Source: an optimization exercise on an open RTL-to-GDS flow (aim: small area, a short achievable clock period and few clock cycles per item). Production flows keep margins and buffers that such runs may drop.
In this exercise RTL edits were held to simulation tests only and were not proved equivalent to the original.
Power figures rest on the tool's default switching activity, not on a simulated workload.

Setup of job 4934:
## fft_top
module fft_top
(
    input  logic                clk,
    input  logic                rst_n,
    input  logic                in_valid_i,
    input  logic [23:0]         din_i,
    output logic                in_ready_o,
    input  logic                credit_i,
    output logic                out_valid_o,
    output logic [31:0]         dout_o
);
Size in the first run: about 4800 cells after synthesis, about 1300 flip-flops.
export LEC_CHECK = 0
export CAP_MARGIN = 20
export CORE_MARGIN = 2
export CORE_UTILIZATION = 60
export SLEW_MARGIN = 20
create_clock -name core_clock -period 12.0 [get_ports {clk}]
standard.sh (not shown) runs the stock make flow with config.mk's settings and CLKGATE_MAP_FILE= SYNTH_SCRIPT=/design/flow/synth_recipe.tcl, a recipe that flattens the netlist after the stock synthesis.
==> flow/flow/run.sh <==
#!/bin/bash
set -euo pipefail
export SETUP_SLACK_MARGIN=8.2
bash standard.sh > standard.log 2>&1
Testbench counts of job 4934, summed over its fixed seeds: cycles 3,246, frames 192.
diff inputs: job 4934 => job 7580
# job 4934
export LEC_CHECK = 0
export CAP_MARGIN = 20
export CORE_MARGIN = 2
export CORE_UTILIZATION = 60
export SLEW_MARGIN = 20
create_clock -name core_clock -period 12.0 [get_ports {clk}]
# job 7580
export LEC_CHECK = 0
export CAP_MARGIN = 50
export CORE_MARGIN = 2
export CORE_UTILIZATION = 60
export CTS_BUF_LIST = sky130_fd_sc_hd__clkbuf_8
export SLEW_MARGIN = 60
create_clock -name core_clock -period 12.0 [get_ports {clk}]
==> flow/run.sh (new file) <==
#!/bin/bash
# synth_recipe.tcl (not shown) runs the flow's synth.tcl, then flattens the netlist and writes it again
# the make line also repeats each setting of config.mk as NAME=value (left out here)
make -C /OpenROAD-flow-scripts/flow DESIGN_CONFIG=/design/flow/config.mk WORK_HOME=/design/flow/orfs CLKGATE_MAP_FILE= SYNTH_SCRIPT=/design/flow/synth_recipe.tcl finish
removed: flow/flow/run.sh
removed: flow/standard.sh
--- outcome ---
Proportion of final cell area spent on non-clock buffers, job 7580 and job 4934, lower one = job 7580. Result: PASS for each of job 7580 and job 4934. [compare] base=job 4934 new=job 7580: utilization now smaller; net switching component of the power has decreased; share of the clock period used by the worst path rose 4.4 points.
Input changes introduced in job 9280 (baseline for comparison: job 7580):
# job 7580
export LEC_CHECK = 0
export CAP_MARGIN = 50
export CORE_MARGIN = 2
export CORE_UTILIZATION = 60
export CTS_BUF_LIST = sky130_fd_sc_hd__clkbuf_8
export SLEW_MARGIN = 60
create_clock -name core_clock -period 12.0 [get_ports {clk}]
# job 9280
export LEC_CHECK = 0
export CAP_MARGIN = 50
export CORE_MARGIN = 2
export CORE_UTILIZATION = 60
export SLEW_MARGIN = 60
create_clock -name core_clock -period 12.0 [get_ports {clk}]
==> flow/flow/run.sh (new file) <==
#!/bin/bash
set -euo pipefail
export SETUP_SLACK_MARGIN=8.0
bash standard.sh > standard.log 2>&1
==> flow/standard.sh (new file) <==
#!/bin/bash
# synth_recipe.tcl (not shown) runs the flow's synth.tcl, then flattens the netlist and writes it again
# the make line also repeats each setting of config.mk as NAME=value (left out here)
make -C /OpenROAD-flow-scripts/flow DESIGN_CONFIG=/design/flow/config.mk WORK_HOME=/design/flow/orfs CLKGATE_MAP_FILE= SYNTH_SCRIPT=/design/flow/synth_recipe.tcl "${@:-finish}"
removed: flow/run.sh
### Flow results
Job 9280: PASS, flow complete, no timing, DRC or antenna violations. Total leakage power was higher in job 7580 than in job 9280. Job 7580 ended up with in_ready_o as its worst setup path endpoint; job 9280 ended up with out_valid_o. Summary: with job 7580 as the reference, final standard cell count with taps included and fillers excluded in job 9280 moved down slightly. In job 9280, the count of clock-net buffers in the final layout came out 66 below the value in job 7580. Total cell area at the placement stage: job 9280 vs job 7580, no meaningful difference.

* * *

fft_top again, from the RTL that the note above started with.
make LEC_CHECK=0 CAP_MARGIN=50 CORE_MARGIN=2 CORE_UTILIZATION=60 SLEW_MARGIN=60 finish   # period 12.0 ns
run.sh (not shown) runs the stock make flow with config.mk's settings and CLKGATE_MAP_FILE= SYNTH_SCRIPT=/design/flow/synth_recipe.tcl, a recipe that flattens the netlist after the stock synthesis.
Stock flow here: none of the scripts above is used.
The baseline passed the timing, DRC and antenna checks.
Testbench counts at the start, summed over its fixed seeds: cycles 3,246, frames 192.
Then changed:
==> flow/flow/run.sh (new file) <==
#!/bin/bash
set -euo pipefail
export SETUP_SLACK_MARGIN=8.2
bash standard.sh > standard.log 2>&1
==> flow/standard.sh (new file) <==
#!/bin/bash
# synth_recipe.tcl (not shown) runs the flow's synth.tcl, then flattens the netlist and writes it again
# the make line also repeats each setting of config.mk as NAME=value (left out here)
make -C /OpenROAD-flow-scripts/flow DESIGN_CONFIG=/design/flow/config.mk WORK_HOME=/design/flow/orfs CLKGATE_MAP_FILE= SYNTH_SCRIPT=/design/flow/synth_recipe.tcl "${@:-finish}"
Settings changed: CTS_CLUSTER_DIAMETER set to 95, CTS_CLUSTER_SIZE set to 26.
removed: flow/run.sh
Effect: The changed run passed the timing, DRC and antenna checks. Worst hold slack improves by 0.027 ns. Cell count is lower by about 1.2%. Worst setup slack improves by 0.44 ns. Utilization is lower by 1.7 points. Maximum frequency is higher by about 12%. Die area does not change. Cell area is lower by about 2.5%.

* * *

the reference run:
fft_top again, from the RTL that the note above started with.
export LEC_CHECK = 0
export CAP_MARGIN = 50
export CORE_MARGIN = 2
export CORE_UTILIZATION = 60
export SLEW_MARGIN = 60
create_clock -name core_clock -period 12.0 [get_ports {clk}]
standard.sh (not shown) runs the stock make flow with config.mk's settings and CLKGATE_MAP_FILE= SYNTH_SCRIPT=/design/flow/synth_recipe.tcl, a recipe that flattens the netlist after the stock synthesis.
==> flow/flow/run.sh <==
#!/bin/bash
set -euo pipefail
export SETUP_SLACK_MARGIN=8.2
bash standard.sh > standard.log 2>&1
Both conditions hold for the reference run: the flow ran to the end and the final layout passed the timing, DRC and antenna checks.
Testbench counts of the reference run, summed over its fixed seeds: cycles 3,246, frames 192.
Modified inputs, the trial run compared to the reference run
Settings: CORE_UTILIZATION: 60 -> 70; CTS_CLUSTER_SIZE: unset -> 40.
[summary]
Peak clock frequency supported by timing: the trial run vs the reference run down 0.50%
The trial run reports a higher met1 track utilization from global routing than the reference run does.
In the tables for the trial run and the reference run, post-route minimum period reads lower with the reference run.
Taking the reference run as the reference point, the antenna diode count of the trial run rises by 1.
Cmp the trial run vs the reference run: overall power of the completed layout lower in the trial run
Delta (the trial run minus the reference run): final setup slack of the worst path shows a reduction of 0.019 ns, global-route wire length before repair shows an increase of about 2%.

* * *

fft_top again, from the RTL that the note above started with.
// fft_top
module fft_top
(
    input  logic                clk,
    input  logic                rst_n,
    input  logic                in_valid_i,
    input  logic [23:0]         din_i,
    output logic                in_ready_o,
    input  logic                credit_i,
    output logic                out_valid_o,
    output logic [31:0]         dout_o
);
==> flow/config.mk <==
export PLATFORM = sky130hd
export DESIGN_NAME = fft_top
export DESIGN_NICKNAME = fft_top
export VERILOG_FILES = /design/flow/design.v
export SDC_FILE = /design/flow/constraint.sdc
export NUM_CORES = 4
export LEC_CHECK = 0
export CAP_MARGIN = 50
export CORE_MARGIN = 2
export CORE_UTILIZATION = 60
export SLEW_MARGIN = 60
==> flow/constraint.sdc <==
create_clock -name core_clock -period 12.0 [get_ports {clk}]
set_input_delay 2.4000 -clock core_clock [delete_from_list [all_inputs] [get_ports {clk}]]
set_output_delay 2.4000 -clock core_clock [all_outputs]
set_load 0.01 [all_outputs]
==> flow/flow/run.sh <==
#!/bin/bash
set -euo pipefail
export SETUP_SLACK_MARGIN=8.3
bash standard.sh > standard.log 2>&1
Testbench counts at the start, summed over its fixed seeds: cycles 3,246, frames 192.
Change:
==> flow/flow/run.sh (replaced) <==
#!/bin/bash
set -euo pipefail
export SETUP_SLACK_MARGIN=8.2
bash standard.sh > standard.log 2>&1
--- a/flow/config.mk
+++ b/flow/config.mk
@@ -10,2 +10,4 @@
 export CORE_UTILIZATION = 60
+export CTS_CLUSTER_DIAMETER = 110
+export CTS_CLUSTER_SIZE = 30
 export SLEW_MARGIN = 60
=>
- The new run ran to the end with no violations
- clock-buffer cell count is lower by 78
- hold slack improves by 32 ps
- routed wire length is lower by a few percent
- final area is lower by a few percent
- worst setup slack degrades by 14 ps
- maximum frequency is lower slightly
- global-route usage is lower by 0.93 points
- clock power is lower by well over a third
- die area is unchanged
- synthesized cell count does not change
- via count is lower by a few percent

==> afterwards: timing with drivers on the ports <==
In the flow no input, the clock included, has a driving cell. The finished layouts below were timed again as built, in two steps. Step 1 (the two cells are an assumption about what drives the block):
set clk [get_ports {clk}]
set_driving_cell -lib_cell sky130_fd_sc_hd__clkbuf_16 $clk
set_driving_cell -lib_cell sky130_fd_sc_hd__buf_2 [delete_from_list [all_inputs] $clk]
Step 2 adds t to the input delays and takes it off the output delays; t is the mean of the earliest and latest rising clock arrival at the registers after step 1. Input paths then give back, and output paths get back, about the clock's delay inside the block. Three values: no drivers, after step 1, after step 2; two values: the first two.
| run | shift t [ns] | setup WS [ns] | worst setup path at the end | worst slew at a driven data input, ns | pins driven straight from the clock port |
|---|---|---|---|---|---|
| job 4934 | 0.796 | 8.200 / 8.182 / 8.200 | register to register | 0.08 | 1 |
| job 7580 | 0.907 | 7.671 / 7.610 / 7.734 | register to register | 0.07 | 1 |
| job 9280 | 0.801 | 8.079 / 8.014 / 8.163 | register to register | 0.07 | 1 |
| the first run of note 2 | 0.764 | 7.784 / 7.784 / 7.784 | register to register | 0.07 | 1 |
| the second run of note 2 | 0.748 | 8.224 / 8.194 / 8.224 | register to register | 0.07 | 1 |
| the reference run | 0.774 | 8.212 / 8.201 / 8.212 | register to register | 0.07 | 1 |
| the trial run | 0.738 | 8.192 / 8.191 / 8.192 | register to register | 0.07 | 1 |
| the first run of note 4 | 0.776 | 8.249 / 8.227 / 8.249 | register to register | 0.05 | 1 |
| the second run of note 4 | 0.712 | 8.235 / 8.201 / 8.235 | register to register | 0.07 | 1 |
After both steps setup and hold are still met in every run listed.
